What follows belongs to an exercise in optimizing a design on an open flow for a short achievable clock period and few clock cycles; a production flow would make more cautious choices. Function was checked by simulation only, so behaviour that the tests miss may differ from the original. No driver is modelled on the clock port, so clocking that relies on it looks cheaper here than on a real chip. No activity file was given, so power comes from the tool's default toggle rates.

==> design.v <==
`default_nettype none
package bilateral_pkg;
    localparam int IMG_SIZE    = 16;
    localparam int RANGE_SHIFT = 5;
    localparam int SR_LEN      = 2 * IMG_SIZE + 2;
    function automatic logic [11:0] range_product(input logic [2:0] idx, input logic [7:0] p,
                                                   input logic [9:0] p3, input logic [10:0] p5);
        case (idx)
            3'd0:    range_product = {p, 4'd0};
            3'd1:    range_product = {p3, 2'd0};
            3'd2:    range_product = {1'b0, p, 3'd0};
            3'd3:    range_product = {1'b0, p5};
            3'd4:    range_product = {2'd0, p3};
            3'd5:    range_product = {3'd0, p, 1'b0};
            default: range_product = {4'd0, p};
        endcase
    endfunction
    function automatic logic [4:0] range_weight(input logic [2:0] idx);
        case (idx)
            3'd0:    range_weight = 5'd16;
            3'd1:    range_weight = 5'd12;
            3'd2:    range_weight = 5'd8;
            3'd3:    range_weight = 5'd5;
            3'd4:    range_weight = 5'd3;
            3'd5:    range_weight = 5'd2;
            default: range_weight = 5'd1;
        endcase
    endfunction
    function automatic logic [2:0] range_index(input logic [7:0] p, input logic [7:0] c);
        logic [8:0] d_pc;
        logic [7:0] d_cp;
        d_pc = {1'b0, p} - {1'b0, c};
        d_cp = c - p;
        if (d_pc[8]) begin
            range_index = d_cp[7:5];
        end else begin
            range_index = d_pc[7:5];
        end
    endfunction
endpackage
`default_nettype wire
`timescale 1ns/1ps
`default_nettype none
module window_fetch (
    input  logic        clk,
    input  logic        rst,
    input  logic        in_valid_i,
    input  logic [7:0]  in_data_i,
    output logic [7:0]  in_addr_o,
    output logic [71:0] win_o,
    output logic        win_valid_o,
    output logic [7:0]  win_addr_o,
    output logic        win_last_o
);
    localparam int SR_LEN = bilateral_pkg::SR_LEN;
    logic        rd_active;
    logic [7:0]  rd_addr;
    logic        accept;
    logic [7:0]  sr [SR_LEN];
    assign in_addr_o = rd_addr;
    assign accept    = in_valid_i && rd_active;
    always_ff @(posedge clk or posedge rst) begin
        if (rst) begin
            rd_active <= 1'b1;
            rd_addr   <= '0;
        end else if (accept) begin
            rd_addr <= rd_addr + 1'b1;
            if (rd_addr == 8'hff) begin
                rd_active <= 1'b0;
            end
        end
    end
    always_ff @(posedge clk) begin
        if (accept) begin
            sr[0] <= in_data_i;
            for (int i = 1; i < SR_LEN; i++) begin
                sr[i] <= sr[i-1];
            end
        end
    end
    assign win_valid_o = accept && (rd_addr[7:4] >= 4'd2) && (rd_addr[3:0] >= 4'd2);
    assign win_addr_o  = rd_addr - 8'h11;
    assign win_last_o  = (rd_addr == 8'hff);
    assign win_o = {sr[33], sr[32], sr[31],
                    sr[17], sr[16], sr[15],
                    sr[1],  sr[0],  in_data_i};
endmodule
`default_nettype wire
`timescale 1ns/1ps
`default_nettype none
module tap_weighting (
    input  logic         clk,
    input  logic         rst,
    input  logic [71:0]  win_i,
    input  logic         win_valid_i,
    input  logic [7:0]   win_addr_i,
    input  logic         win_last_i,
    output logic [103:0] prod_o,
    output logic [47:0]  wgt_o,
    output logic [7:0]   centre_o,
    output logic         prod_valid_o,
    output logic [7:0]   prod_addr_o,
    output logic         prod_last_o
);
    logic [7:0]  pix_c  [9];
    logic [2:0]  idx_c  [9];
    logic [9:0]  p3_c   [9];
    logic [10:0] p5_c   [9];
    logic [11:0] rp_c   [9];
    logic [4:0]  rw_c   [9];
    logic [12:0] prod_c [8];
    logic [5:0]  wgt_c  [8];
    always_comb begin
        for (int i = 0; i < 9; i++) begin
            pix_c[i] = win_i[8*(8-i) +: 8];
        end
        for (int i = 0; i < 9; i++) begin
            idx_c[i] = bilateral_pkg::range_index(pix_c[i], pix_c[4]);
            p3_c[i]  = {2'd0, pix_c[i]} + {1'b0, pix_c[i], 1'b0};
            p5_c[i]  = {3'd0, pix_c[i]} + {1'b0, pix_c[i], 2'd0};
            rp_c[i]  = bilateral_pkg::range_product(idx_c[i], pix_c[i], p3_c[i], p5_c[i]);
            rw_c[i]  = bilateral_pkg::range_weight(idx_c[i]);
        end
        for (int j = 0; j < 8; j++) begin
            if (((j < 4) ? j : j + 1) % 2 == 1) begin
                prod_c[j] = {rp_c[(j < 4) ? j : j + 1], 1'b0};
                wgt_c[j]  = {rw_c[(j < 4) ? j : j + 1], 1'b0};
            end else begin
                prod_c[j] = {1'b0, rp_c[(j < 4) ? j : j + 1]};
                wgt_c[j]  = {1'b0, rw_c[(j < 4) ? j : j + 1]};
            end
        end
    end
    always_ff @(posedge clk or posedge rst) begin
        if (rst) begin
            prod_valid_o <= 1'b0;
        end else begin
            prod_valid_o <= win_valid_i;
        end
    end
    always_ff @(posedge clk) begin
        for (int j = 0; j < 8; j++) begin
            prod_o[13*j +: 13] <= prod_c[j];
            wgt_o[6*j +: 6]    <= wgt_c[j];
        end
        centre_o    <= pix_c[4];
        prod_addr_o <= win_addr_i;
        prod_last_o <= win_last_i;
    end
endmodule
`default_nettype wire
`timescale 1ns/1ps
`default_nettype none
module weighted_sum (
    input  logic         clk,
    input  logic         rst,
    input  logic [103:0] prod_i,
    input  logic [47:0]  wgt_i,
    input  logic [7:0]   centre_i,
    input  logic         prod_valid_i,
    input  logic [7:0]   prod_addr_i,
    input  logic         prod_last_i,
    output logic [15:0]  num_o,
    output logic [8:0]   den_o,
    output logic [9:0]   den3_o,
    output logic         sums_valid_o,
    output logic [7:0]   sums_addr_o,
    output logic         sums_last_o
);
    logic [12:0] t [8];
    logic [5:0]  w [8];
    logic [15:0] row_r [3];
    logic [8:0]  den_r;
    logic        p_valid;
    logic [7:0]  p_addr;
    logic        p_last;
    always_comb begin
        for (int j = 0; j < 8; j++) begin
            t[j] = prod_i[13*j +: 13];
            w[j] = wgt_i[6*j +: 6];
        end
    end
    always_ff @(posedge clk or posedge rst) begin
        if (rst) begin
            p_valid      <= 1'b0;
            sums_valid_o <= 1'b0;
        end else begin
            p_valid      <= prod_valid_i;
            sums_valid_o <= p_valid;
        end
    end
    always_ff @(posedge clk) begin
        row_r[0] <= 16'(t[0]) + 16'(t[1]) + 16'(t[2]);
        row_r[1] <= 16'(t[3]) + {2'd0, centre_i, 6'd0} + 16'(t[4]);
        row_r[2] <= 16'(t[5]) + 16'(t[6]) + 16'(t[7]);
        den_r    <= 9'd64 + ((9'(w[0]) + 9'(w[1])) + (9'(w[2]) + 9'(w[3])))
                          + ((9'(w[4]) + 9'(w[5])) + (9'(w[6]) + 9'(w[7])));
        p_addr   <= prod_addr_i;
        p_last   <= prod_last_i;
    end
    always_ff @(posedge clk) begin
        num_o       <= row_r[0] + row_r[1] + row_r[2];
        den_o       <= den_r;
        den3_o      <= {1'b0, den_r} + {den_r, 1'b0};
        sums_addr_o <= p_addr;
        sums_last_o <= p_last;
    end
endmodule
`default_nettype wire
`timescale 1ns/1ps
`default_nettype none
module weight_divider (
    input  logic         clk,
    input  logic         rst,
    input  logic [15:0]  num_i,
    input  logic [8:0]   den_i,
    input  logic [9:0]   den3_i,
    input  logic         sums_valid_i,
    input  logic [7:0]   sums_addr_i,
    input  logic         sums_last_i,
    output logic         out_valid_o,
    output logic [7:0]   out_addr_o,
    output logic [7:0]   out_data_o,
    output logic         finish_o
);
    localparam int NST = 4;
    logic [NST-1:0][15:0] rem_r;
    logic [NST-1:0][8:0]  den_r;
    logic [NST-1:0][9:0]  den3_r;
    logic [NST-1:0][7:0]  quot_r;
    logic [NST-1:0][7:0]  addr_r;
    logic [NST-1:0]       last_r;
    logic [NST-1:0]       vld_r;
    logic [15:0] rem_in  [NST];
    logic [8:0]  den_in  [NST];
    logic [9:0]  den3_in [NST];
    logic [7:0]  quot_in [NST];
    logic [15:0] rem_n   [NST];
    logic [7:0]  quot_n  [NST];
    logic [15:0] rem_sh;
    logic [9:0]  r;
    logic [10:0] t1;
    logic [10:0] t2;
    logic [10:0] t3;
    logic [9:0]  r_n;
    logic [1:0]  q2;
    logic [15:0] keep_mask;
    logic [15:0] live_mask;
    always_comb begin
        for (int s = 0; s < NST; s++) begin
            if (s == 0) begin
                rem_in[s]  = num_i;
                den_in[s]  = den_i;
                den3_in[s] = den3_i;
                quot_in[s] = '0;
            end else begin
                rem_in[s]  = rem_r[s-1];
                den_in[s]  = den_r[s-1];
                den3_in[s] = den3_r[s-1];
                quot_in[s] = quot_r[s-1];
            end
            rem_sh = rem_in[s] >> (6 - 2*s);
            r  = rem_sh[9:0];
            t1 = {1'b0, r} - {2'd0, den_in[s]};
            t2 = {1'b0, r} - {1'b0, den_in[s], 1'b0};
            t3 = {1'b0, r} - {1'b0, den3_in[s]};
            if (!t3[10]) begin
                q2  = 2'd3;
                r_n = t3[9:0];
            end else if (!t2[10]) begin
                q2  = 2'd2;
                r_n = t2[9:0];
            end else if (!t1[10]) begin
                q2  = 2'd1;
                r_n = t1[9:0];
            end else begin
                q2  = 2'd0;
                r_n = r;
            end
            keep_mask = ~(16'h3ff << (6 - 2*s));
            live_mask = ~(16'hffff << (6 - 2*s + 8));
            rem_n[s]  = ((rem_in[s] & keep_mask) | ({6'd0, r_n} << (6 - 2*s))) & live_mask;
            quot_n[s] = quot_in[s] | ({6'd0, q2} << (6 - 2*s));
        end
    end
    always_ff @(posedge clk or posedge rst) begin
        if (rst) begin
            vld_r <= '0;
        end else begin
            vld_r <= {vld_r[NST-2:0], sums_valid_i};
        end
    end
    always_ff @(posedge clk) begin
        rem_r[0]  <= rem_n[0];
        den_r[0]  <= den_in[0];
        den3_r[0] <= den3_in[0];
        quot_r[0] <= quot_n[0];
        addr_r[0] <= sums_addr_i;
        last_r[0] <= sums_last_i;
        for (int s = 1; s < NST; s++) begin
            rem_r[s]  <= rem_n[s];
            den_r[s]  <= den_in[s];
            den3_r[s] <= den3_in[s];
            quot_r[s] <= quot_n[s];
            addr_r[s] <= addr_r[s-1];
            last_r[s] <= last_r[s-1];
        end
    end
    assign out_valid_o = vld_r[NST-1];
    assign out_addr_o  = addr_r[NST-1];
    assign out_data_o  = quot_r[NST-1];
    always_ff @(posedge clk or posedge rst) begin
        if (rst) begin
            finish_o <= 1'b0;
        end else if (vld_r[NST-1] && last_r[NST-1]) begin
            finish_o <= 1'b1;
        end
    end
endmodule
`default_nettype wire
`timescale 1ns/1ps
`default_nettype none
module bilateral_filter (
    input  logic        clk,
    input  logic        rst,
    input  logic        in_valid_i,
    input  logic [7:0]  in_data_i,
    output logic [7:0]  in_addr_o,
    output logic        out_valid_o,
    output logic [7:0]  out_addr_o,
    output logic [7:0]  out_data_o,
    output logic        finish_o
);
    logic [71:0]  win;
    logic         win_valid;
    logic [7:0]   win_addr;
    logic         win_last;
    logic [103:0] prod;
    logic [47:0]  wgt;
    logic [7:0]   centre;
    logic         prod_valid;
    logic [7:0]   prod_addr;
    logic         prod_last;
    logic [15:0]  num;
    logic [8:0]   den;
    logic [9:0]   den3;
    logic         sums_valid;
    logic [7:0]   sums_addr;
    logic         sums_last;
    window_fetch window_fetch_inst (
        .clk         (clk),
        .rst         (rst),
        .in_valid_i  (in_valid_i),
        .in_data_i   (in_data_i),
        .in_addr_o   (in_addr_o),
        .win_o       (win),
        .win_valid_o (win_valid),
        .win_addr_o  (win_addr),
        .win_last_o  (win_last)
    );
    tap_weighting tap_weighting_inst (
        .clk          (clk),
        .rst          (rst),
        .win_i        (win),
        .win_valid_i  (win_valid),
        .win_addr_i   (win_addr),
        .win_last_i   (win_last),
        .prod_o       (prod),
        .wgt_o        (wgt),
        .centre_o     (centre),
        .prod_valid_o (prod_valid),
        .prod_addr_o  (prod_addr),
        .prod_last_o  (prod_last)
    );
    weighted_sum weighted_sum_inst (
        .clk          (clk),
        .rst          (rst),
        .prod_i       (prod),
        .wgt_i        (wgt),
        .centre_i     (centre),
        .prod_valid_i (prod_valid),
        .prod_addr_i  (prod_addr),
        .prod_last_i  (prod_last),
        .num_o        (num),
        .den_o        (den),
        .den3_o       (den3),
        .sums_valid_o (sums_valid),
        .sums_addr_o  (sums_addr),
        .sums_last_o  (sums_last)
    );
    weight_divider weight_divider_inst (
        .clk          (clk),
        .rst          (rst),
        .num_i        (num),
        .den_i        (den),
        .den3_i       (den3),
        .sums_valid_i (sums_valid),
        .sums_addr_i  (sums_addr),
        .sums_last_i  (sums_last),
        .out_valid_o  (out_valid_o),
        .out_addr_o   (out_addr_o),
        .out_data_o   (out_data_o),
        .finish_o     (finish_o)
    );
endmodule
`default_nettype wire
==> run.sh <==
#!/bin/bash
# synth_recipe.tcl (not shown) runs the flow's synth.tcl, then flattens the netlist and writes it again
# the make line also repeats each setting of config.mk as NAME=value (left out here)
make -C /OpenROAD-flow-scripts/flow DESIGN_CONFIG=/design/flow/config.mk WORK_HOME=/design/flow/orfs CLKGATE_MAP_FILE= SYNTH_SCRIPT=/design/flow/synth_recipe.tcl finish
==> config.mk <==
export PLATFORM = sky130hd
export DESIGN_NAME = bilateral_filter
export DESIGN_NICKNAME = bilateral_filter
export VERILOG_FILES = /design/flow/design.v
export SDC_FILE = /design/flow/constraint.sdc
export NUM_CORES = 4
export LEC_CHECK = 0
export ABC_CLOCK_PERIOD_IN_PS = 2500
export CAP_MARGIN = 20
export CORE_MARGIN = 2
export CORE_UTILIZATION = 40
export PLACE_DENSITY = 0.6
export SETUP_SLACK_MARGIN = 5
export SLEW_MARGIN = 20
==> constraint.sdc <==
create_clock -name core_clock -period 8.5 [get_ports {clk}]
set_input_delay 1.7000 -clock core_clock [delete_from_list [all_inputs] [get_ports {clk}]]
set_output_delay 1.7000 -clock core_clock [all_outputs]
set_load 0.01 [all_outputs]
==> results_dict.tcl, run 1 <==
set metrics [dict create \
    startpoint_type "register" \
    synth_most_common_cell "ha_1" \
    drt-pass1-iter-count 5 \
    drtIter0Drc 1607 \
    fin_crit_sh_pct 44.91 \
    synth_edf_count 272 \
    grt_first_pass_wirelength_um 140800 \
    synth_top_family_by_area "adder cells" \
    synth_compound_area_share_pct 16.29 \
    cap_viol_max_count 0 \
    synthAdderAreaFrac_pct 18.12 \
    status "complete, no violations" \
    dp_slack_ns 3.054 \
    peakVddDrop_mv 0.1682 \
    cts.path.max_buffers 3 \
    gp_congestion 0.8375 \
    synthCells 3580 \
    rsz0062_at_grt "yes" \
    leakage_nw 19.47 \
    critPathKind "register to register" \
    maxSlewHeadroom_pct 29.53 \
    ys_seq_elements 694 \
    yosysSeqAreaShare_pct 43.59 \
    via_count 26573 \
    synth_area_leaders "edfxtp_1 21%, dfxtp_1 21%, ha_1 15%" \
    fmax_mhz 262.0 \
    yosysTopAreaCellShare_pct 21.32 \
    start_util_pct 40.33 \
    fin_tns_setup_ns 0 \
    yosys_warnings 22 \
    p_per_area_mw_per_mm2 238.1 \
    hold_path_class "register to register" \
    fp.dieW_um 313.5 \
    drtAntennaViolNets 0 \
    drv_slew 0 \
    drt-wirelength-per-cell_um 17.63 \
    portBuffers 36 \
    synthTopCellsByCount "451 x ha_1, 405 x dfxtp_1, 283 x inv_1" \
    core_mm2 0.09501 \
    synth_top_cell_by_area "edfxtp_1" \
    cp_max_fo 3 \
    drive_above_1_share_pct 14.53 \
    hpwl_um 62630 \
    synthArstFlopShare_pct 2.450 \
    synth_nets 4107 \
    synthSimpleGateAreaFrac_pct 8.631 \
    end_kind "register" \
    cts-root-buf "clkbuf_16" \
    synth_xor_area_share_pct 5.741 \
    wl_um 90000 \
    syn_to_final_growth_pct 17.70 \
    die_h_um 313.5 \
    cts_tree "built" \
    post-route-drc-count 0 \
    overflow 0 \
    setup_slack_ns 4.683 \
    fin_crit_ns 3.817 \
    ioPinCount 37 \
    clock_latency_ns 0.65 \
    nNetsFinal 4306 \
    finalSetupViolations 0 \
    htreeDepth 3 \
    die_area_mm2 0.09828 \
    synth-main-ff-cell "dfxtp_1" \
    antennaDiodeCount 0 \
    viasPerCell 5.205 \
    antenna_found_initial 1 \
    postSynthAreaPerCell_um2 10.70 \
    grt_max_degree 176 \
    crit_arrival_ns 4.35 \
    cts_buffers 77 \
    required_ns 9.04 \
    placementRows 113 \
    hold_viol_final 0 \
    grt_pass1_vias 25824 \
    worst_pin_slew_ns 1.057 \
    track_usage_pct 18.02 \
    path_clk_slew_ns 0.06 \
    synthDistinctLibCells 96 \
    yosys-mux-area-fraction_pct 3.631 \
    cts_hold_buf 0 \
    synth_area_mm2 0.03831 \
    cts.sinks 694 \
    clock_skew_ns 0.03110 \
]
[where the power goes]
group / leakage [nW] / internal (W) / switching, W
sequential: 6.04 / 0.00383 / 0.000274
clock: 1.25 / 0.00188 / 0.00142
combinational: 12.2 / 0.00160 / 0.00173
total: 19.5 / 0.00731 / 0.00343
[timing repair]
item | in CTS | in global routing
cloned | 5 | 5
hold endpoints to repair | 0 | 0
gates resized for setup | 152 | 134
pin swaps | 31 | 62
buffers inserted | 68 | 71
endpoints found under the setup margin | 128 | 100
[layout make-up]
cell class              instances  area (um2)
well taps                    1265        1583
clock inverters                46       437.9
repair buffers                214        2079
clock buffers                  94        2136
multi-input cells            2508       21040
flip-flops and latches        694       16710
inverters                     284        1106
fillers                      8776       49920
[layout by cell type (no fill, tap or decap), drive strengths merged, types with 41 or more instances in the layout]
| master | Yosys | final |
|---|---|---|
| fa | 65 | 65 |
| a21o | 132 | 132 |
| o21bai | 44 | 44 |
| nand2 | 182 | 182 |
| edfxtp | 272 | 272 |
| nand2b | 41 | 41 |
| o21ai | 152 | 152 |
| nor2b | 62 | 62 |
| buf | 48 | 180 |
| clkbuf | 48 | 98 |
| ha | 451 | 451 |
| xor2 | 82 | 82 |
| dfxtp | 405 | 405 |
| xnor2 | 164 | 164 |
| nor3 | 61 | 61 |
| nor2 | 190 | 191 |
| mux2i | 88 | 88 |
| nand3 | 52 | 52 |
| a21oi | 253 | 253 |
| inv | 284 | 284 |
[worst max-delay path, cell delays in order (launching register included)]
cell and delay (ns):
dfxtp_2 0.35, ha_4 0.14, inv_2 0.04, fa_2 0.36, inv_2 0.05, a21o_1 0.11, a21oi_2 0.07, xnor2_2 0.15
fa_1 0.56, inv_2 0.04, fa_2 0.35, fa_1 0.56, inv_2 0.05, ha_4 0.28, inv_2 0.03, o21bai_1 0.17
a21oi_2 0.10, xnor2_2 0.27
[cells by family (layout without fill, tap and decap cells)]
logic type | after synthesis | count (layout)
adders and majority gates | 516 | 516
DFF | 694 | 694
xor gates and xnor gates | 246 | 246
and+or+nand+nor | 692 | 693
AOI/OAI and AO/OA | 925 | 926
muxes | 127 | 127
buffers and inverters | 380 | 638
[flip-flops by register name, indices dropped and copies added (netlist names), 16 cells and up]
name	flops
weight_divider_inst.den3_r	30
tap_weighting_inst.wgt_o	40
tap_weighting_inst.prod_o	96
weighted_sum_inst.row_r	45
weight_divider_inst.rem_r	36
weight_divider_inst.quot_r	20
weight_divider_inst.den_r	24
weighted_sum_inst.num_o	16
weight_divider_inst.addr_r	32
window_fetch_inst.sr	272
[per-layer routing]
metal | up-vias | wire length, um | global-route usage (%)
met5 | - | 0 | 0
met4 | 0 | 2975 | 6.361
met3 | 151 | 3929 | 2.672
met2 | 530 | 42940 | 30.59
met1 | 12578 | 40160 | 23.38
li1 | 13314 | - | -
[metrics by stage]
step,total power (W),std cells,cell area (um2),utilization (%),hold slack (ns)
after global routing,0.01150,5105,45090,47.46,0.3280
after detailed placement,0.007425,4816,40190,42.30,0.3121
final,0.01074,5105,45090,47.46,0.3227
after floorplan,0.006628,3580,38500,-,0.3096
after CTS,0.01083,5029,43880,46.18,0.3252
after global placement,0.007370,4816,40190,42.30,0.3099
[final timing paths]
check / to / cells after the start / startpoint / slack [ns]
worst max register to register: weighted_sum_inst.den_r[8]$_DFF_P_ / 17 / tap_weighting_inst.wgt_o[13]$_DFF_P_ / 4.68
min in group asynchronous: window_fetch_inst.rd_addr[5]$_DFFE_PP0P_ / 2 / rst / 1.45
worst min-delay path: weighted_sum_inst.p_addr[0]$_DFF_P_ / 0 / tap_weighting_inst.prod_addr_o[0]$_DFF_P_ / 0.32
worst max-delay path: weighted_sum_inst.den_r[8]$_DFF_P_ / 17 / tap_weighting_inst.wgt_o[13]$_DFF_P_ / 4.68
max in group asynchronous: window_fetch_inst.rd_addr[1]$_DFFE_PP0P_ / 2 / rst / 6.58
worst min register to register: weighted_sum_inst.p_addr[0]$_DFF_P_ / 0 / tap_weighting_inst.prod_addr_o[0]$_DFF_P_ / 0.32
Testbench counts, summed over its fixed seeds: cycles 6,312.
==> inputs of run 2 (changes only) <==
--- a/config.mk
+++ b/config.mk
@@ -10,3 +10,5 @@
 export CORE_MARGIN = 2
-export CORE_UTILIZATION = 40
+export CORE_UTILIZATION = 50
+export CTS_CLUSTER_DIAMETER = 100
+export CTS_CLUSTER_SIZE = 30
 export PLACE_DENSITY = 0.6
==> run 2 against run 1 <==
Against the previous run: critical path depth fell by 4; clock power fell by 38%; count of clock-buffer cells in the layout fell by 49; largest cell class unchanged.
==> results_dict.tcl, run 2 <==
set metrics [dict create \
    overflow 0 \
    cts_hold_buf 0 \
    hpwl_um 67220 \
    synthCells 3580 \
    end_kind "register" \
    worst_pin_slew_ns 1.110 \
    startpoint_type "primary input" \
    cts-root-buf "clkbuf_16" \
    drtIter0Drc 1863 \
    maxSlewHeadroom_pct 25.97 \
    clock_latency_ns 0.61 \
    fmax_mhz 266.9 \
    hold_end "weighted_sum_inst.p_addr[3]$_DFF_P_" \
    htreeDepth 2 \
    cp_max_fo 7 \
    setup_slack_ns 4.753 \
    synth_area_leaders "edfxtp_1 21%, dfxtp_1 21%, ha_1 15%" \
    hold_path_class "register to register" \
    wl_um 95710 \
    final_cell_area_mm2 0.04402 \
    cts_tree "built" \
    drive_above_1_share_pct 14.32 \
    yosys_warnings 22 \
    cts.sinks 694 \
    drtAntennaViolNets 0 \
    ioPinCount 37 \
    cap_viol_max_count 0 \
    reg_top3 "window_fetch_inst.sr (272), tap_weighting_inst.prod_o (96), weighted_sum_inst.row_r (45)" \
    postSynthAreaPerCell_um2 10.70 \
    layout_commonest_cell "ha_1" \
    track_usage_pct 23.77 \
    synth_nets 4107 \
    layout_common_cells "423 x ha_1, 397 x dfxtp_1, 272 x edfxtp_1" \
    status "complete, no violations" \
    drt-pass1-iter-count 5 \
    fin_tns_setup_ns 0 \
    post-route-drc-count 0 \
    placementRows 101 \
    die_h_um 280.8 \
    fin_cells 4832 \
    core_mm2 0.07595 \
    clock_skew_ns 0.03486 \
    hold_depth 0 \
    rr_worst_depth 16 \
    synth_edf_count 272 \
    start_util_pct 50.45 \
    cts.path.max_buffers 3 \
    cts_buffers 36 \
    drt-wirelength-per-cell_um 19.81 \
    peakVddDrop_mv 0.1641 \
    die_area_mm2 0.07886 \
    ys_seq_elements 694 \
    path_clk_slew_ns 0.11 \
    required_ns 8.98 \
    fp.dieW_um 280.8 \
    synth-main-ff-cell "dfxtp_1" \
    place_inst 4579 \
    dp_slack_ns 3.026 \
    grt_max_degree 195 \
    syn_to_final_growth_pct 14.88 \
    synth_most_common_cell "ha_1" \
    r2r-start "tap_weighting_inst.wgt_o[7]$_DFF_P_" \
    critPathKind "primary input to register" \
    yosysSeqAreaShare_pct 43.59 \
    regMostFlops "window_fetch_inst.sr" \
    portBuffers 36 \
    synthDistinctLibCells 96 \
    fin_crit_ns 3.747 \
    antenna_found_initial 2 \
    placed_area_mm2 0.03988 \
    via_count 27332 \
    holdCritStartpoint "tap_weighting_inst.prod_addr_o[3]$_DFF_P_" \
    yosysTopAreaCellShare_pct 21.32 \
    largest_reg_flops 272 \
    timing.rr.end "weighted_sum_inst.den_r[8]$_DFF_P_" \
    synth_area_mm2 0.03831 \
    drv_slew 0 \
    crit_arrival_ns 4.23 \
    grt_first_pass_wirelength_um 147500 \
    rrSetupSlack_ns 4.84 \
    synthArstFlopShare_pct 2.450 \
    hold_viol_final 0 \
    rsz0062_at_grt "yes" \
    nNetsFinal 4300 \
    viasPerCell 5.656 \
    leakage_nw 19.04 \
    synthTopCellsByCount "451 x ha_1, 405 x dfxtp_1, 283 x inv_1" \
    p_per_area_mw_per_mm2 218.4 \
    gp_congestion 0.8843 \
    finalSetupViolations 0 \
    hold-worst-slack_ns 0.3275 \
    fin_crit_sh_pct 44.08 \
    synth_top_cell_by_area "edfxtp_1" \
    grt_pass1_vias 26869 \
]
-- run 2: power breakdown --
part	internal, W	total (W)	switching (W)	leakage, nW
Sequential	0.00382	0.00412	0.000296	6.05
Clock	0.000865	0.00205	0.00118	0.592
Combinational	0.00162	0.00345	0.00183	12.4
Total	0.00630	0.00961	0.00331	19.0
-- run 2: worst max-delay path by stage --
stage / from / to / depth (start not counted)
4_1_cts: tap_weighting_inst.wgt_o[31]$_DFF_P_ / weighted_sum_inst.den_r[8]$_DFF_P_ / 15
5_1_grt: tap_weighting_inst.wgt_o[19]$_DFF_P_ / weighted_sum_inst.den_r[8]$_DFF_P_ / 17
6_report: in_data_i[1] / tap_weighting_inst.prod_o[97]$_DFF_P_ / 13
3_3_place_gp: in_data_i[1] / tap_weighting_inst.prod_o[93]$_DFF_P_ / 11
3_5_place_dp: in_data_i[1] / tap_weighting_inst.prod_o[93]$_DFF_P_ / 11
2_1_floorplan: in_data_i[5] / tap_weighting_inst.prod_o[93]$_DFF_P_ / 14
-- run 2: timing repair --
item                       4_1_cts  5_1_grt
setup endpoints to repair      129      112
setup buffers                   98       76
pin swaps                       47       72
cloned                           7        5
resized for setup              194      139
-- run 2: stage by stage --
stage,power (W),util (%)
final,0.009612,57.96
after global routing,0.01028,57.95
after CTS,0.009651,56.14
after detailed placement,0.007500,52.51
after global placement,0.007393,52.51
after floorplan,0.006628,-
-- run 2: logic make-up (layout without fill, tap and decap cells) --
kind of cell / Yosys count / in the layout / share of synthesized area [%]
AOI/OAI and AO/OA: 925 / 925 / 16.29
DFF: 694 / 694 / 43.59
muxes: 127 / 127 / 3.631
and+or+nand+nor: 692 / 693 / 8.631
other: 0 / 2 / 0
buffers and inverters: 380 / 599 / 3.991
xor gates and xnor gates: 246 / 246 / 5.741
adders and majority gates: 516 / 516 / 18.12
-- run 2: cell type report --
type                            count  area (um2)
Multi-Input combinational cell   2507       21240
Fill cell                        6396       31930
Timing Repair Buffer              250        2430
Sequential cell                   694       16710
Inverter                          284        1109
Clock inverter                     20       295.3
Tap cell                         1030        1289
Clock buffer                       45       934.6
Antenna cell                        2       5.005
-- run 2: per-layer routing --
metal  part of all wire [%]  global-route usage (%)  wire, um  vias to the layer above
li1                       -                       -         -                    13245
met1                     44                   30.82     41710                    13248
met2                     48                   41.37     46390                      667
met3                    4.4                   2.403      4165                      172
met4                    3.6                   8.200      3438                        0
met5                      0                       0         0                        -
-- run 2: worst max-delay path, stage by stage --
cell and delay (ns):
buf_12 0.11, inv_8 0.05, ha_4 0.19, a2111o_1 0.43, nand4_1 0.21, buf_4 0.15, a211oi_2 0.05, or4_4 0.55
buf_12 0.17, buf_12 0.14, mux2_2 0.27, o21ai_1 0.11, mux2i_1 0.09
==> inputs of run 3 (changes only) <==
--- a/design.v
+++ b/design.v
@@ -39,2 +39,10 @@
     endfunction
+    function automatic logic [31:0] csa_sum(input logic [31:0] a, input logic [31:0] b,
+                                            input logic [31:0] c);
+        csa_sum = a ^ b ^ c;
+    endfunction
+    function automatic logic [31:0] csa_carry(input logic [31:0] a, input logic [31:0] b,
+                                              input logic [31:0] c);
+        csa_carry = ((a & b) | (a & c) | (b & c)) << 1;
+    endfunction
 endpackage
@@ -98,3 +106,3 @@
     output logic [103:0] prod_o,
-    output logic [47:0]  wgt_o,
+    output logic [27:0]  wpair_o,
     output logic [7:0]   centre_o,
@@ -105,3 +113,7 @@
     logic [7:0]  pix_c  [9];
-    logic [2:0]  idx_c  [9];
+    logic [7:0]  pix_r  [9];
+    logic [2:0]  idx_r  [9];
+    logic        s1_valid;
+    logic [7:0]  s1_addr;
+    logic        s1_last;
     logic [9:0]  p3_c   [9];
@@ -116,8 +128,26 @@
         end
+    end
+    always_ff @(posedge clk or posedge rst) begin
+        if (rst) begin
+            s1_valid     <= 1'b0;
+            prod_valid_o <= 1'b0;
+        end else begin
+            s1_valid     <= win_valid_i;
+            prod_valid_o <= s1_valid;
+        end
+    end
+    always_ff @(posedge clk) begin
         for (int i = 0; i < 9; i++) begin
-            idx_c[i] = bilateral_pkg::range_index(pix_c[i], pix_c[4]);
-            p3_c[i]  = {2'd0, pix_c[i]} + {1'b0, pix_c[i], 1'b0};
-            p5_c[i]  = {3'd0, pix_c[i]} + {1'b0, pix_c[i], 2'd0};
-            rp_c[i]  = bilateral_pkg::range_product(idx_c[i], pix_c[i], p3_c[i], p5_c[i]);
-            rw_c[i]  = bilateral_pkg::range_weight(idx_c[i]);
+            pix_r[i] <= pix_c[i];
+            idx_r[i] <= bilateral_pkg::range_index(pix_c[i], pix_c[4]);
+        end
+        s1_addr <= win_addr_i;
+        s1_last <= win_last_i;
+    end
+    always_comb begin
+        for (int i = 0; i < 9; i++) begin
+            p3_c[i]  = {2'd0, pix_r[i]} + {1'b0, pix_r[i], 1'b0};
+            p5_c[i]  = {3'd0, pix_r[i]} + {1'b0, pix_r[i], 2'd0};
+            rp_c[i]  = bilateral_pkg::range_product(idx_r[i], pix_r[i], p3_c[i], p5_c[i]);
+            rw_c[i]  = bilateral_pkg::range_weight(idx_r[i]);
         end
@@ -133,9 +163,2 @@
     end
-    always_ff @(posedge clk or posedge rst) begin
-        if (rst) begin
-            prod_valid_o <= 1'b0;
-        end else begin
-            prod_valid_o <= win_valid_i;
-        end
-    end
     always_ff @(posedge clk) begin
@@ -143,7 +166,9 @@
             prod_o[13*j +: 13] <= prod_c[j];
-            wgt_o[6*j +: 6]    <= wgt_c[j];
         end
-        centre_o    <= pix_c[4];
-        prod_addr_o <= win_addr_i;
-        prod_last_o <= win_last_i;
+        for (int k = 0; k < 4; k++) begin
+            wpair_o[7*k +: 7] <= {1'b0, wgt_c[2*k]} + {1'b0, wgt_c[2*k+1]};
+        end
+        centre_o    <= pix_r[4];
+        prod_addr_o <= s1_addr;
+        prod_last_o <= s1_last;
     end
@@ -157,3 +182,3 @@
     input  logic [103:0] prod_i,
-    input  logic [47:0]  wgt_i,
+    input  logic [27:0]  wpair_i,
     input  logic [7:0]   centre_i,
@@ -169,4 +194,3 @@
 );
-    logic [12:0] t [8];
-    logic [5:0]  w [8];
+    logic [31:0] t [9];
     logic [15:0] row_r [3];
@@ -176,7 +200,18 @@
     logic        p_last;
+    logic [31:0] rs [3];
+    logic [31:0] rc [3];
+    logic [31:0] ns;
+    logic [31:0] nc;
     always_comb begin
-        for (int j = 0; j < 8; j++) begin
-            t[j] = prod_i[13*j +: 13];
-            w[j] = wgt_i[6*j +: 6];
+        for (int j = 0; j < 4; j++) begin
+            t[j]   = 32'(prod_i[13*j +: 13]);
+            t[j+5] = 32'(prod_i[13*(j+4) +: 13]);
+        end
+        t[4] = 32'({centre_i, 6'd0});
+        for (int g = 0; g < 3; g++) begin
+            rs[g] = bilateral_pkg::csa_sum(t[3*g], t[3*g+1], t[3*g+2]);
+            rc[g] = bilateral_pkg::csa_carry(t[3*g], t[3*g+1], t[3*g+2]);
         end
+        ns = bilateral_pkg::csa_sum(32'(row_r[0]), 32'(row_r[1]), 32'(row_r[2]));
+        nc = bilateral_pkg::csa_carry(32'(row_r[0]), 32'(row_r[1]), 32'(row_r[2]));
     end
@@ -192,12 +227,12 @@
     always_ff @(posedge clk) begin
-        row_r[0] <= 16'(t[0]) + 16'(t[1]) + 16'(t[2]);
-        row_r[1] <= 16'(t[3]) + {2'd0, centre_i, 6'd0} + 16'(t[4]);
-        row_r[2] <= 16'(t[5]) + 16'(t[6]) + 16'(t[7]);
-        den_r    <= 9'd64 + ((9'(w[0]) + 9'(w[1])) + (9'(w[2]) + 9'(w[3])))
-                          + ((9'(w[4]) + 9'(w[5])) + (9'(w[6]) + 9'(w[7])));
-        p_addr   <= prod_addr_i;
-        p_last   <= prod_last_i;
+        for (int g = 0; g < 3; g++) begin
+            row_r[g] <= rs[g][15:0] + rc[g][15:0];
+        end
+        den_r  <= 9'd64 + (9'(wpair_i[0 +: 7]) + 9'(wpair_i[7 +: 7]))
+                        + (9'(wpair_i[14 +: 7]) + 9'(wpair_i[21 +: 7]));
+        p_addr <= prod_addr_i;
+        p_last <= prod_last_i;
     end
     always_ff @(posedge clk) begin
-        num_o       <= row_r[0] + row_r[1] + row_r[2];
+        num_o       <= ns[15:0] + nc[15:0];
         den_o       <= den_r;
@@ -338,3 +373,3 @@
     logic [103:0] prod;
-    logic [47:0]  wgt;
+    logic [27:0]  wpair;
     logic [7:0]   centre;
@@ -368,3 +403,3 @@
         .prod_o       (prod),
-        .wgt_o        (wgt),
+        .wpair_o      (wpair),
         .centre_o     (centre),
@@ -378,3 +413,3 @@
         .prod_i       (prod),
-        .wgt_i        (wgt),
+        .wpair_i      (wpair),
         .centre_i     (centre),
==> flow/run.sh (new file) <==
#!/bin/bash
set -euo pipefail
bash standard.sh SETUP_SLACK_MARGIN=5.8 ABC_CLOCK_PERIOD_IN_PS=2000 finish > standard_make.log 2>&1
==> standard.sh (new file) <==
#!/bin/bash
# synth_recipe.tcl (not shown) runs the flow's synth.tcl, then flattens the netlist and writes it again
# the make line also repeats each setting of config.mk as NAME=value (left out here)
make -C /OpenROAD-flow-scripts/flow DESIGN_CONFIG=/design/flow/config.mk WORK_HOME=/design/flow/orfs CLKGATE_MAP_FILE= SYNTH_SCRIPT=/design/flow/synth_recipe.tcl "${@:-finish}"
--- a/config.mk
+++ b/config.mk
@@ -7,3 +7,2 @@
 export LEC_CHECK = 0
-export ABC_CLOCK_PERIOD_IN_PS = 2500
 export CAP_MARGIN = 20
@@ -14,3 +13,2 @@
 export PLACE_DENSITY = 0.6
-export SETUP_SLACK_MARGIN = 5
 export SLEW_MARGIN = 20
removed: run.sh
==> run 3 against run 2 <==
Against the previous run: utilization shrank 2.9 points; final area fell by 1.4%; critical path depth down 12; total power is 8.5% higher; sequential share of layout area up 4.9 points; sequential cell count rose by 91; clock power rose by 4%; worst hold slack worse by 0.0063 ns; critical endpoint is now in_addr_o[4]; largest power group unchanged.
==> results_dict.tcl, run 3 <==
set metrics [dict create \
    synth_nets 4186 \
    total_power_w 0.01043 \
    cpLargestDelayFamily "flip-flops" \
    synthArstFlopShare_pct 2.293 \
    drv_slew 0 \
    viasPerCell 5.589 \
    end_kind "primary output" \
    overflow 0 \
    synthTopCellsByCount "495 x dfxtp_1, 444 x ha_1, 277 x a21oi_1" \
    ioPinCount 37 \
    fin_crit_sh_pct 33.91 \
    synth_top_cell_by_area "dfxtp_1" \
    start_util_pct 50.27 \
    drtIter0Drc 1654 \
    critPathKind "register to primary output" \
    cts-root-buf "clkbuf_16" \
    fin_crit_ns 2.882 \
    timing.critical_path.cells "buf_6" \
    htreeDepth 2 \
    wl_um 88960 \
    grt_first_pass_wirelength_um 143100 \
    synthAdderAreaFrac_pct 18.03 \
    synth-main-ff-cell "dfxtp_1" \
    fp.dieW_um 285.4 \
    hold_path_class "register to register" \
    synth_most_common_cell "dfxtp_1" \
    postSynthAreaPerCell_um2 10.84 \
    p_per_area_mw_per_mm2 240.3 \
    ys_seq_elements 785 \
    cts.path.max_buffers 3 \
    yosys-mux-area-fraction_pct 2.506 \
    rr_worst_depth 14 \
    cp-endpoint "in_addr_o[4]" \
    rsz0062_at_grt "yes" \
    hold_viol_final 0 \
    yosys_warnings 24 \
    synthSimpleGateAreaFrac_pct 8.695 \
    placed_area_mm2 0.04112 \
    nNetsFinal 4238 \
    syn_to_final_growth_pct 9.590 \
    core_mm2 0.07874 \
    cap_viol_max_count 0 \
    fmax_mhz 346.9 \
    yosysTopAreaCellShare_pct 25.03 \
    critical_path_depth 1 \
    path_clk_slew_ns 0.12 \
    status "complete, no violations" \
    cts_buffers 36 \
    final_cell_area_mm2 0.04338 \
    synth_compound_area_share_pct 15.33 \
    synth_xor_area_share_pct 5.022 \
    largest_reg_flops 272 \
    cts_tree "built" \
    cp_max_fo 2 \
    clock_latency_ns 0.62 \
    die_h_um 285.4 \
    grt_pass1_vias 26945 \
    portBuffers 36 \
    regMostFlops "window_fetch_inst.sr" \
    synth_top_family_by_area "adder cells" \
    drtAntennaViolNets 0 \
    drive_above_1_share_pct 9.354 \
    layout_commonest_cell "dfxtp_1" \
    hpwl_um 65290 \
    fill_cells 6693 \
    startpoint_type "register" \
    antennaDiodeCount 0 \
    via_count 26723 \
    timing.rr.end "weighted_sum_inst.den_r[8]$_DFF_P_" \
    synth_edf_count 272 \
    synthDistinctLibCells 86 \
    cts_hold_buf 0 \
    synthCells 3652 \
    peakVddDrop_mv 0.1745 \
    critPathLaunch "window_fetch_inst.rd_addr[4]$_DFFE_PP0P_" \
    holdCritStartpoint "weight_divider_inst.addr_r[4]$_DFF_P_" \
    track_usage_pct 21.72 \
    max_stage_delay_ns 0.45 \
    synth_area_leaders "dfxtp_1 25%, edfxtp_1 21%, ha_1 14%" \
    drt-wirelength-per-cell_um 18.61 \
    leakage_nw 18.21 \
    maxSlewHeadroom_pct 36.28 \
    fin_tns_setup_ns 0 \
    yosysSeqAreaShare_pct 46.81 \
    synth_area_mm2 0.03959 \
    placementRows 103 \
    post-route-drc-count 0 \
    grt_max_degree 97 \
    drt-pass1-iter-count 8 \
    gp_congestion 0.8740 \
    critPathSlowestCell "dfrtp_2" \
    clock_skew_ns 0.03888 \
    r2r-start "tap_weighting_inst.wpair_o[21]$_DFF_P_" \
    cts.sinks 785 \
    finalSetupViolations 0 \
    hold-worst-slack_ns 0.3212 \
    reg_top3 "window_fetch_inst.sr (272), tap_weighting_inst.prod_o (96), tap_weighting_inst.pix_r (72)" \
    layout_common_cells "465 x dfxtp_1, 425 x ha_1, 272 x edfxtp_1" \
    rrSetupSlack_ns 5.67 \
    crit_buf_inv 1 \
    worst_pin_slew_ns 0.9544 \
    required_ns 6.80 \
    antenna_found_initial 3 \
    crit_arrival_ns 1.18 \
    die_area_mm2 0.08144 \
]
[run 3: how the worst min path moves through the flow]
stage,slack [ns],end,cells after the start
global route,0.33,tap_weighting_inst.prod_addr_o[0]$_DFF_P_,0
global placement,0.31,weight_divider_inst.addr_r[7]$_DFF_P_,0
floorplan,0.31,tap_weighting_inst.centre_o[0]$_DFF_P_,0
CTS,0.32,weighted_sum_inst.sums_addr_o[6]$_DFF_P_,0
finish,0.32,weight_divider_inst.addr_r[12]$_DFF_P_,0
detailed placement,0.31,weight_divider_inst.addr_r[13]$_DFF_P_,0
[run 3: layout make-up]
| class | count | area (um2) | share of cell area, % |
|---|---|---|---|
| repair buffers | 107 | 970.9 | 2.238 |
| well taps | 1050 | 1314 | 3.028 |
| clock inverters | 13 | 190.2 | 0.4384 |
| flip-flops and latches | 785 | 18580 | 42.83 |
| multi-input cells | 2498 | 20260 | 46.70 |
| clock buffers | 52 | 1003 | 2.313 |
| inverters | 276 | 1064 | 2.451 |
[run 3: cells by family after synthesis]
logic type      count (synthesis)
compound gates                941
xor+xnor                      227
fa+ha+maj                     523
buf+inv                       371
flops                         785
mux                            88
simple gates                  717
[run 3: stage by stage]
| step | setup WS (ns) | util (%) | instances |
|---|---|---|---|
| 2_1_floorplan | 5.231 | - | 3652 |
| 3_3_place_gp | 4.405 | 52.22 | 4660 |
| 3_5_place_dp | 4.344 | 52.22 | 4660 |
| 4_1_cts | 5.582 | 54.38 | 4764 |
| 5_1_grt | 5.461 | 55.10 | 4781 |
| 6_report | 5.618 | 55.10 | 4781 |
[run 3: per-layer routing]
layer | vias up | GRT usage, % | part of all wire, %
li1 | 13155 | - | -
met2 | 594 | 36.88 | 48
met4 | 2 | 7.173 | 3.3
met3 | 164 | 2.184 | 4.0
met1 | 12808 | 29.12 | 45
met5 | - | 0 | 0.015
[run 3: where the power goes]
part	internal, W	switching (W)	total, W	leakage [nW]
Clock	0.000886	0.00125	0.00213	0.574
Combinational	0.00170	0.00201	0.00371	10.8
Sequential	0.00427	0.000316	0.00458	6.81
[run 3: repair_timing]
action                                  in CTS  in global routing
gates resized for setup                    205                101
pin swaps                                   33                 51
gates cloned                                 4                  0
endpoints found under the setup margin     307                 91
setup buffers                               35                 17
Testbench counts of run 3, summed over its fixed seeds: cycles 6,336.
==> inputs of run 4 (changes only) <==
--- a/design.v
+++ b/design.v
@@ -28,3 +28,3 @@
     endfunction
-    function automatic logic [2:0] range_index(input logic [7:0] p, input logic [7:0] c);
+    function automatic logic [6:0] range_diffs(input logic [7:0] p, input logic [7:0] c);
         logic [8:0] d_pc;
@@ -33,6 +33,9 @@
         d_cp = c - p;
-        if (d_pc[8]) begin
-            range_index = d_cp[7:5];
+        range_diffs = {d_pc[8], d_pc[7:5], d_cp[7:5]};
+    endfunction
+    function automatic logic [2:0] range_index(input logic [6:0] diffs);
+        if (diffs[6]) begin
+            range_index = diffs[2:0];
         end else begin
-            range_index = d_pc[7:5];
+            range_index = diffs[5:3];
         end
@@ -67,3 +70,4 @@
     logic [7:0]  sr [SR_LEN];
-    assign in_addr_o = rd_addr;
+    logic [7:0]  rd_addr_n;
+    assign rd_addr_n = accept ? rd_addr + 1'b1 : rd_addr;
     assign accept    = in_valid_i && rd_active;
@@ -73,5 +77,5 @@
             rd_addr   <= '0;
-        end else if (accept) begin
-            rd_addr <= rd_addr + 1'b1;
-            if (rd_addr == 8'hff) begin
+        end else begin
+            rd_addr <= rd_addr_n;
+            if (accept && rd_addr == 8'hff) begin
                 rd_active <= 1'b0;
@@ -81,2 +85,9 @@
     always_ff @(posedge clk) begin
+        if (rst) begin
+            in_addr_o <= '0;
+        end else begin
+            in_addr_o <= rd_addr_n;
+        end
+    end
+    always_ff @(posedge clk) begin
         if (accept) begin
@@ -114,3 +125,4 @@
     logic [7:0]  pix_r  [9];
-    logic [2:0]  idx_r  [9];
+    logic [6:0]  dif_r  [9];
+    logic [2:0]  idx_c  [9];
     logic        s1_valid;
@@ -141,3 +153,3 @@
             pix_r[i] <= pix_c[i];
-            idx_r[i] <= bilateral_pkg::range_index(pix_c[i], pix_c[4]);
+            dif_r[i] <= bilateral_pkg::range_diffs(pix_c[i], pix_c[4]);
         end
@@ -148,6 +160,7 @@
         for (int i = 0; i < 9; i++) begin
+            idx_c[i] = bilateral_pkg::range_index(dif_r[i]);
             p3_c[i]  = {2'd0, pix_r[i]} + {1'b0, pix_r[i], 1'b0};
             p5_c[i]  = {3'd0, pix_r[i]} + {1'b0, pix_r[i], 2'd0};
-            rp_c[i]  = bilateral_pkg::range_product(idx_r[i], pix_r[i], p3_c[i], p5_c[i]);
-            rw_c[i]  = bilateral_pkg::range_weight(idx_r[i]);
+            rp_c[i]  = bilateral_pkg::range_product(idx_c[i], pix_r[i], p3_c[i], p5_c[i]);
+            rw_c[i]  = bilateral_pkg::range_weight(idx_c[i]);
         end
@@ -343,10 +356,13 @@
     end
-    assign out_valid_o = vld_r[NST-1];
     assign out_addr_o  = addr_r[NST-1];
     assign out_data_o  = quot_r[NST-1];
-    always_ff @(posedge clk or posedge rst) begin
+    logic out_last;
+    always_ff @(posedge clk) begin
+        out_last <= last_r[NST-2];
         if (rst) begin
-            finish_o <= 1'b0;
-        end else if (vld_r[NST-1] && last_r[NST-1]) begin
-            finish_o <= 1'b1;
+            out_valid_o <= 1'b0;
+            finish_o    <= 1'b0;
+        end else begin
+            out_valid_o <= vld_r[NST-2];
+            finish_o    <= finish_o || (out_valid_o && out_last);
         end
==> run 4 against run 3 <==
Against the previous run: die area rose by 2.1%; still clean on timing, DRC and antenna; worst setup slack better by 0.093 ns; combinational power up 6.7%; highest routed layer is now met4; clock power is essentially flat; global-route usage down 1.0 points.
==> results_dict.tcl, run 4 <==
set metrics [dict create \
    status "complete, no violations" \
    synth_most_common_cell "dfxtp_1" \
    via_count 26228 \
    track_usage_pct 20.72 \
    p_int_w 0.007209 \
    final_cell_area_mm2 0.04383 \
    ys_seq_elements 825 \
    cts_hold_buf 0 \
    drtIter0Drc 1930 \
    crit_buf_inv 1 \
    yosysSeqAreaShare_pct 47.81 \
    finalSetupViolations 0 \
    synthArstFlopShare_pct 1.939 \
    drive_above_1_share_pct 7.974 \
    hpwl_um 62950 \
    synth_nets 4239 \
    layout_common_cells "494 x dfxtp_1, 429 x ha_1, 316 x a21oi_1" \
    syn_to_final_growth_pct 8.452 \
    placed_area_mm2 0.04188 \
    synthDistinctLibCells 87 \
    crit_arrival_ns 1.09 \
    layout.area.seq_mm2 0.01938 \
    worst_pin_slew_ns 0.9869 \
    clock_latency_ns 0.62 \
    nNetsFinal 4272 \
    cpLargestDelayFamily "flip-flops" \
    ioPinCount 37 \
    clock_skew_ns 0.06388 \
    clkPwrFrac_pct 19.4 \
    die_h_um 288.3 \
    yosys_warnings 25 \
    overflow 0 \
    core_mm2 0.08029 \
    fp.dieW_um 288.3 \
    rsz0062_at_grt "yes" \
    synth_area_leaders "dfxtp_1 27%, edfxtp_1 20%, ha_1 14%" \
    switching_share_pct 33.58 \
    path_clk_slew_ns 0.10 \
    post-route-drc-count 0 \
    reg_top3 "window_fetch_inst.sr (272), tap_weighting_inst.prod_o (96), tap_weighting_inst.pix_r (72)" \
    cts_tree "built" \
    viasPerCell 5.439 \
    largest_reg_flops 272 \
    yosysTopAreaCellShare_pct 26.60 \
    synthCells 3705 \
    timing.critical_path.cells "clkbuf_2" \
    comb_power_share_pct 36.5 \
    fin_tns_setup_ns 0 \
    multi_input_area_mm2 0.02020 \
    cts-root-buf "clkbuf_16" \
    p_per_area_mw_per_mm2 247.6 \
    synthTopCellsByCount "537 x dfxtp_1, 444 x ha_1, 336 x a21oi_1" \
    required_ns 6.80 \
    dp_slack_ns 4.627 \
    fin_crit_sh_pct 32.82 \
    synth_top_cell_by_area "dfxtp_1" \
    placementRows 104 \
    fmax_mhz 358.5 \
    drt-pass1-iter-count 6 \
    drtAntennaViolNets 0 \
    antennaDiodeCount 0 \
    grt_max_degree 95 \
    gp_congestion 0.8865 \
    synth_edf_count 272 \
    start_util_pct 50.34 \
    power.net_switching_w 0.003644 \
    hold_path_class "register to register" \
    layout_commonest_cell "dfxtp_1" \
    drv_slew 0 \
    pwr-share-seq_pct 44.1 \
    portBuffers 36 \
    antenna_found_initial 2 \
    startpoint_type "register" \
    cts.sinks 825 \
    cts.path.max_buffers 3 \
    grt_first_pass_wirelength_um 136700 \
    cp_max_fo 1 \
    die_area_mm2 0.08311 \
    peakVddDrop_mv 0.1989 \
    htreeDepth 2 \
    synth_area_mm2 0.04041 \
    cts_buffers 37 \
    end_kind "primary output" \
    synth-main-ff-cell "dfxtp_1" \
    wl_um 86040 \
    hold_viol_final 0 \
    drt-wirelength-per-cell_um 17.84 \
    fill_cells 6944 \
    grt_pass1_vias 25047 \
    maxSlewHeadroom_pct 32.32 \
    postSynthAreaPerCell_um2 10.91 \
    cap_viol_max_count 0 \
    critPathKind "register to primary output" \
    critPathSlowestCell "dfxtp_2" \
    setup_slack_ns 5.711 \
    leakage_nw 18.68 \
    fin_crit_ns 2.789 \
    regMostFlops "window_fetch_inst.sr" \
    max_stage_delay_ns 0.35 \
]
==> run 4: cell types whose count changed after synthesis, sizes merged, moves of 20 or more <==
cell	change
o21bai	+27
nand2	+94
dfxtp	+42
a21oi	+56
o21ai	-47
mux2i	-20
clkbuf	-26
nor2b	-31
nor2	-31
nand2b	-20
==> run 4: final cells by class <==
class,count,area share [%]
sequential,825,44.21
timing repair buffer,74,1.559
timing repair inverter,3,0.1113
clock buffer,52,2.264
inverter,268,2.381
multi-input combinational,2529,46.09
clock inverter,11,0.3511
tap,1060,3.026
==> run 4: logic make-up (layout without fill, tap and decap cells) <==
logic type | count (synthesis) | after routing | synth area share [%]
simple gates | 696 | 696 | 7.768
flops | 825 | 825 | 47.81
fa+ha+maj | 523 | 523 | 17.66
mux | 67 | 67 | 1.793
xor+xnor | 246 | 246 | 5.331
compound gates | 997 | 997 | 16.16
buf+inv | 351 | 408 | 3.483
==> run 4: repair_timing <==
action | CTS | global route
endpoints found under the hold margin | 0 | 0
gates resized for setup | 194 | 94
setup buffers | 15 | 9
endpoints found under the setup margin | 202 | 108
pin swaps | 36 | 50
gates cloned | 3 | 0
==> run 4: worst paths after layout <==
kind	startpoint	depth (start not counted)	slack (ns)	end
worst max-delay path	weight_divider_inst.addr_r[25]$_DFF_P_	1	5.71	out_addr_o[1]
worst min-delay path	weight_divider_inst.quot_r[23]$_DFF_P_	0	0.32	weight_divider_inst.quot_r[31]$_DFF_P_
worst max register to register	tap_weighting_inst.pix_r[5][1]$_DFF_P_	9	5.86	tap_weighting_inst.prod_o[62]$_DFF_P_
worst min register to register	weight_divider_inst.quot_r[23]$_DFF_P_	0	0.32	weight_divider_inst.quot_r[31]$_DFF_P_
max in group asynchronous	rst	2	6.43	weight_divider_inst.vld_r[2]$_DFF_PP0_
min in group asynchronous	rst	2	1.58	window_fetch_inst.rd_addr[2]$_DFF_PP0_
==> run 4: metal layers <==
| metal | share of wire (%) | vias up | routed length, um | global-route usage [%] |
|---|---|---|---|---|
| met5 | 0 | - | 0 | 0 |
| met4 | 2.8 | 0 | 2442 | 6.062 |
| met3 | 3.0 | 110 | 2588 | 1.935 |
| met2 | 46 | 457 | 39730 | 34.07 |
| met1 | 48 | 12382 | 41280 | 29.13 |
| li1 | - | 13279 | - | - |
==> run 4: stage by stage <==
stage | cells | hold slack (ns) | utilization (%) | total power, W
finish | 4822 | 0.3229 | 54.59 | 0.01085
global route | 4822 | 0.3326 | 54.59 | 0.01165
CTS | 4813 | 0.3273 | 54.08 | 0.01084
detailed placement | 4732 | 0.3121 | 52.16 | 0.008626
global placement | 4732 | 0.3096 | 52.16 | 0.008595
floorplan | 3705 | 0.3096 | - | 0.007783
==> run 4: power groups by stage <==
| stage | Clock (W) | Sequential (W) | Combinational [W] |
|---|---|---|---|
| after floorplan | 0 | 0.00474 | 0.00305 |
| after global routing | 0.00233 | 0.00484 | 0.00448 |
| final | 0.00211 | 0.00479 | 0.00396 |
| after CTS | 0.00220 | 0.00480 | 0.00384 |
| after global placement | 0 | 0.00489 | 0.00370 |
| after detailed placement | 0 | 0.00489 | 0.00374 |
Testbench counts of run 4, summed over its fixed seeds: cycles 6,336.
==> inputs of run 5 (changes only) <==
--- a/design.v
+++ b/design.v
@@ -117,3 +117,3 @@
     output logic [103:0] prod_o,
-    output logic [27:0]  wpair_o,
+    output logic [47:0]  wgt_o,
     output logic [7:0]   centre_o,
@@ -180,4 +180,4 @@
         end
-        for (int k = 0; k < 4; k++) begin
-            wpair_o[7*k +: 7] <= {1'b0, wgt_c[2*k]} + {1'b0, wgt_c[2*k+1]};
+        for (int j = 0; j < 8; j++) begin
+            wgt_o[6*j +: 6] <= wgt_c[j];
         end
@@ -195,3 +195,3 @@
     input  logic [103:0] prod_i,
-    input  logic [27:0]  wpair_i,
+    input  logic [47:0]  wgt_i,
     input  logic [7:0]   centre_i,
@@ -208,11 +208,15 @@
     logic [31:0] t [9];
+    logic [5:0]  w [8];
     logic [15:0] row_r [3];
-    logic [8:0]  den_r;
-    logic        p_valid;
-    logic [7:0]  p_addr;
-    logic        p_last;
-    logic [31:0] rs [3];
-    logic [31:0] rc [3];
+    logic [7:0]  wq_r  [2];
+    logic [2:0]  vld_r;
+    logic [7:0]  addr_r [2];
+    logic        last_r [2];
+    logic [31:0] rs [6];
+    logic [31:0] rc [6];
     logic [31:0] ns;
     logic [31:0] nc;
+    logic [15:0] ns_r;
+    logic [15:0] nc_r;
+    logic [8:0]  den_r;
     always_comb begin
@@ -223,2 +227,5 @@
         t[4] = 32'({centre_i, 6'd0});
+        for (int j = 0; j < 8; j++) begin
+            w[j] = wgt_i[6*j +: 6];
+        end
         for (int g = 0; g < 3; g++) begin
@@ -227,2 +234,8 @@
         end
+        rs[3] = bilateral_pkg::csa_sum(rs[0], rc[0], rs[1]);
+        rc[3] = bilateral_pkg::csa_carry(rs[0], rc[0], rs[1]);
+        rs[4] = bilateral_pkg::csa_sum(rc[1], rs[2], rc[2]);
+        rc[4] = bilateral_pkg::csa_carry(rc[1], rs[2], rc[2]);
+        rs[5] = bilateral_pkg::csa_sum(rs[3], rc[3], rs[4]);
+        rc[5] = bilateral_pkg::csa_carry(rs[3], rc[3], rs[4]);
         ns = bilateral_pkg::csa_sum(32'(row_r[0]), 32'(row_r[1]), 32'(row_r[2]));
@@ -232,24 +245,26 @@
         if (rst) begin
-            p_valid      <= 1'b0;
-            sums_valid_o <= 1'b0;
+            vld_r <= '0;
         end else begin
-            p_valid      <= prod_valid_i;
-            sums_valid_o <= p_valid;
-        end
-    end
-    always_ff @(posedge clk) begin
-        for (int g = 0; g < 3; g++) begin
-            row_r[g] <= rs[g][15:0] + rc[g][15:0];
+            vld_r <= {vld_r[1:0], prod_valid_i};
         end
-        den_r  <= 9'd64 + (9'(wpair_i[0 +: 7]) + 9'(wpair_i[7 +: 7]))
-                        + (9'(wpair_i[14 +: 7]) + 9'(wpair_i[21 +: 7]));
-        p_addr <= prod_addr_i;
-        p_last <= prod_last_i;
     end
+    assign sums_valid_o = vld_r[2];
     always_ff @(posedge clk) begin
-        num_o       <= ns[15:0] + nc[15:0];
+        row_r[0] <= rs[5][15:0];
+        row_r[1] <= rc[5][15:0];
+        row_r[2] <= rc[4][15:0];
+        wq_r[0]   <= (8'(w[0]) + 8'(w[1])) + (8'(w[2]) + 8'(w[3]));
+        wq_r[1]   <= (8'(w[4]) + 8'(w[5])) + (8'(w[6]) + 8'(w[7]));
+        addr_r[0] <= prod_addr_i;
+        last_r[0] <= prod_last_i;
+        ns_r      <= ns[15:0];
+        nc_r      <= nc[15:0];
+        den_r     <= 9'd64 + 9'(wq_r[0]) + 9'(wq_r[1]);
+        addr_r[1] <= addr_r[0];
+        last_r[1] <= last_r[0];
+        num_o       <= ns_r + nc_r;
         den_o       <= den_r;
         den3_o      <= {1'b0, den_r} + {den_r, 1'b0};
-        sums_addr_o <= p_addr;
-        sums_last_o <= p_last;
+        sums_addr_o <= addr_r[1];
+        sums_last_o <= last_r[1];
     end
@@ -389,3 +404,3 @@
     logic [103:0] prod;
-    logic [27:0]  wpair;
+    logic [47:0]  wgt;
     logic [7:0]   centre;
@@ -419,3 +434,3 @@
         .prod_o       (prod),
-        .wpair_o      (wpair),
+        .wgt_o        (wgt),
         .centre_o     (centre),
@@ -429,3 +444,3 @@
         .prod_i       (prod),
-        .wpair_i      (wpair),
+        .wgt_i        (wgt),
         .centre_i     (centre),
==> flow/run.sh (replaced) <==
#!/bin/bash
set -euo pipefail
KNOBS=(SETUP_SLACK_MARGIN=6.0 ABC_CLOCK_PERIOD_IN_PS=2000)
bash standard.sh "${KNOBS[@]}" cts > standard_to_cts.log 2>&1
RESULTS="$PWD/orfs/results/$FLOW_PLATFORM/bilateral_filter/base" \
  openroad -no_init -exit flow/clock_root.tcl > clock_root.log 2>&1
bash standard.sh "${KNOBS[@]}" finish > standard_finish.log 2>&1
==> flow/clock_root.tcl (new file) <==
set results $::env(RESULTS)
read_db $results/4_cts.odb
set blk [ord::get_db_block]
set root [$blk findInst clkbuf_0_clk]
if {$root == "NULL"} { puts "no root buffer clkbuf_0_clk"; exit 1 }
set in_net [[$root findITerm A] getNet]
set out_net [[$root findITerm X] getNet]
set loads {}
foreach it [$out_net getITerms] {
  if {[$it getInst] != $root} { lappend loads $it }
}
if {[llength $loads] > 4 || [llength [$in_net getITerms]] != 1} {
  puts "root buffer drives [llength $loads] pins; left as it is"
  exit 0
}
foreach it $loads {
  puts "moving [[$it getInst] getName]/[[$it getMTerm] getName] to [$in_net getName]"
  $it disconnect
  $it connect $in_net
}
odb::dbInst_destroy $root
odb::dbNet_destroy $out_net
write_db $results/4_cts.odb
puts "root buffer removed"
==> run 5 against run 4 <==
Against the previous run: count of clock-buffer cells in the layout unchanged; sequential power is 7.1% higher; area after synthesis grew 2.2%; combinational power about the same; largest cell class is now flip-flops and latches; final cell count grew 0.83%; sequential share of layout area rose by 1.8 points; synthesized cell count did not move; final area grew 2.8%; critical path type unchanged; sequential cell count increased by 64.
==> results_dict.tcl, run 5 <==
set metrics [dict create \
    crit_arrival_ns 0.89 \
    synth-main-ff-cell "dfxtp_1" \
    largest_reg_flops 272 \
    drt-wirelength-per-cell_um 18.21 \
    synth_most_common_cell "dfxtp_1" \
    cts.sinks 889 \
    synthDistinctLibCells 82 \
    path_clk_slew_ns 0.11 \
    gp_congestion 0.8586 \
    critPathKind "register to primary output" \
    rr_worst_depth 10 \
    cp_max_fo 1 \
    synth_nets 4236 \
    cts_tree "built" \
    antennaDiodeCount 0 \
    leakage_nw 18.89 \
    p_per_area_mw_per_mm2 250.0 \
    drive_above_1_share_pct 9.098 \
    holdCritStartpoint "weight_divider_inst.addr_r[22]$_DFF_P_" \
    synthCells 3705 \
    critPathSlowestCell "dfxtp_2" \
    cts_hold_buf 0 \
    htreeDepth 2 \
    synth_area_leaders "dfxtp_1 29%, edfxtp_1 20%, ha_1 12%" \
    fin_crit_sh_pct 30.43 \
    hold_path_class "register to register" \
    drv_slew 0 \
    yosysTopAreaCellShare_pct 29.08 \
    finalSetupViolations 0 \
    fin_tns_setup_ns 0 \
    startpoint_type "register" \
    peakVddDrop_mv 0.1898 \
    grt_first_pass_wirelength_um 139800 \
    timing.critical_path.cells "buf_6" \
    via_count 26306 \
    synth_top_cell_by_area "dfxtp_1" \
    core_mm2 0.08198 \
    fmax_mhz 386.6 \
    end_kind "primary output" \
    max_stage_delay_ns 0.34 \
    hold_depth 0 \
    timing.rr.end "tap_weighting_inst.prod_o[85]$_DFF_P_" \
    synthTopCellsByCount "600 x dfxtp_1, 410 x ha_1, 318 x inv_1" \
    rrSetupSlack_ns 6.08 \
    postSynthAreaPerCell_um2 11.15 \
    grt_max_degree 74 \
    cpLargestDelayFamily "flip-flops" \
    hpwl_um 64370 \
    nNetsFinal 4297 \
    grt_pass1_vias 25045 \
    layout_commonest_cell "dfxtp_1" \
    synthArstFlopShare_pct 1.912 \
    multi_input_area_mm2 0.01957 \
    synth_edf_count 272 \
    cts.path.max_buffers 3 \
    fp.dieW_um 291.4 \
    antenna_found_initial 2 \
    overflow 0 \
    cts_buffers 38 \
    crit_buf_inv 1 \
    layout_common_cells "548 x dfxtp_1, 394 x ha_1, 310 x inv_1" \
    viasPerCell 5.411 \
    fin_cells 4862 \
    place_inst 4742 \
    wl_um 88530 \
    synth_area_mm2 0.04130 \
    cap_viol_max_count 0 \
    r2r-start "tap_weighting_inst.pix_r[7][2]$_DFF_P_" \
    fill_cells 7149 \
    yosys_warnings 29 \
    drt-pass1-iter-count 5 \
    placementRows 105 \
    hold_end "weight_divider_inst.addr_r[30]$_DFF_P_" \
    worst_pin_slew_ns 1.083 \
    status "complete, no violations" \
    die_area_mm2 0.08491 \
    reg_top3 "window_fetch_inst.sr (272), tap_weighting_inst.prod_o (96), tap_weighting_inst.pix_r (72)" \
    ys_seq_elements 889 \
    yosysSeqAreaShare_pct 49.89 \
    syn_to_final_growth_pct 9.143 \
    post-route-drc-count 0 \
    drtAntennaViolNets 0 \
    clock_latency_ns 0.44 \
    start_util_pct 50.38 \
    drtIter0Drc 2015 \
    total_power_w 0.01127 \
    portBuffers 36 \
    fin_crit_ns 2.586 \
    maxSlewHeadroom_pct 25.74 \
    hold_viol_final 0 \
    regMostFlops "window_fetch_inst.sr" \
    cts-root-buf "clkbuf_16" \
    ioPinCount 37 \
    rsz0062_at_grt "yes" \
    die_h_um 291.4 \
    dp_slack_ns 4.346 \
    layout.area.seq_mm2 0.02072 \
    setup_slack_ns 5.914 \
    clock_skew_ns 0.03764 \
    track_usage_pct 20.59 \
    required_ns 6.80 \
]
[run 5: cell count changes in the layout (fill, tap and decap cells not counted), sizes merged, moves of 54 or more]
cell	before	now
a21oi	337	271
dfxtp	537	600
nand2	250	183
nor2	191	249
xnor2	163	109
[run 5: area by class of cell]
type                            instances  share of cell area [%]
Tap cell                             1070                   2.970
Multi-Input combinational cell       2415                   43.41
Inverter                              321                   2.784
Sequential cell                       889                   45.98
Timing Repair inverter                  4                 0.09438
Timing Repair Buffer                   98                   2.076
Clock inverter                         13                  0.3914
Clock buffer                           52                   2.296
[run 5: worst max-delay path by stage]
stage                                                   start                                        end  depth (start not counted)
floorplan                                          in_valid_i  window_fetch_inst.in_addr_o[5]$_SDFF_PP0_                          6
global placement                                   in_valid_i  window_fetch_inst.in_addr_o[1]$_SDFF_PP0_                          6
detailed placement                                 in_valid_i  window_fetch_inst.in_addr_o[1]$_SDFF_PP0_                          6
CTS                    weight_divider_inst.addr_r[30]$_DFF_P_                              out_addr_o[6]                          1
global route           weight_divider_inst.addr_r[27]$_DFF_P_                              out_addr_o[3]                          1
finish              window_fetch_inst.in_addr_o[0]$_SDFF_PP0_                               in_addr_o[0]                          1
[run 5: power by group]
| group | switching [W] | internal (W) |
|---|---|---|
| sequential | 0.000313 | 0.00482 |
| combinational | 0.00206 | 0.00187 |
| clock | 0.00131 | 0.000904 |
[run 5: what timing repair did]
item                       4_1_cts  5_1_grt
setup endpoints to repair      292      246
buffers inserted                23       26
gates cloned                     4        2
gates resized for setup        198      130
pin swaps                       12       28
[run 5: logic make-up (layout without fill, tap and decap cells)]
kind of cell	Yosys count	after routing	synth area share, %
DFF	889	889	49.89
adders and majority gates	520	520	17.75
AOI/OAI and AO/OA	932	932	14.59
buffers and inverters	401	488	3.790
muxes	83	83	2.266
xor gates and xnor gates	189	189	4.008
and+or+nand+nor	691	691	7.695
[run 5: stage by stage]
step / util, % / hold WS [ns] / cell area, um2
6_report: 54.98 / 0.3328 / 45080
5_1_grt: 54.98 / 0.3370 / 45080
4_1_cts: 54.28 / 0.3356 / 44500
3_5_place_dp: 52.24 / 0.3121 / 42830
3_3_place_gp: 52.24 / 0.3096 / 42830
2_1_floorplan: - / 0.3096 / 41400
[run 5: layer usage]
metal	vias to the layer above	part of all wire [%]	track usage (%)
li1	13226	-	-
met4	0	1.8	3.935
met3	96	3.8	2.046
met2	484	46	33.82
met5	-	0	0
met1	12500	48	29.79
Testbench counts of run 5, summed over its fixed seeds: cycles 6,360.

[port drivers added, routing unchanged]
No port has a modelled driver above. Below, the same layouts with a new extraction and two added sets of constraints.
Step 1 (the two cells are an assumption about what drives the block):
set clk [get_ports {clk}]
set_driving_cell -lib_cell sky130_fd_sc_hd__clkbuf_16 $clk
set_driving_cell -lib_cell sky130_fd_sc_hd__buf_2 [delete_from_list [all_inputs] $clk]
Step 2 times the ports against the registers' clock, not the clock port: input delays grow and output delays shrink by t, the midpoint of the rising clock arrivals with the driver on.
Three values: no drivers, after step 1, after step 2; two values: the first two.
run | t, ns | slack for setup (ns) | latest minus earliest clock arrival (ns) | worst slew at a driven data input, ns | pins driven straight from the clock port
run 1 | 0.710 | 4.683 / 4.683 / 4.220 | 0.042 / 0.041 | 0.08 | 1
run 2 | 0.651 | 4.753 / 4.767 / 4.115 | 0.038 / 0.039 | 0.06 | 1
run 3 | 0.659 | 5.618 / 5.554 / 5.030 | 0.049 / 0.048 | 0.06 | 1
run 4 | 0.656 | 5.711 / 5.651 / 5.204 | 0.072 / 0.072 | 0.03 | 1
run 5 | 0.547 | 5.914 / 5.786 / 5.431 | 0.039 / 0.040 | 0.06 | 4
After both steps setup and hold are still met in every run listed. The setup slack of run 2, which loses most, moves by +0.014 ns with the drivers and by -0.638 ns with both steps.
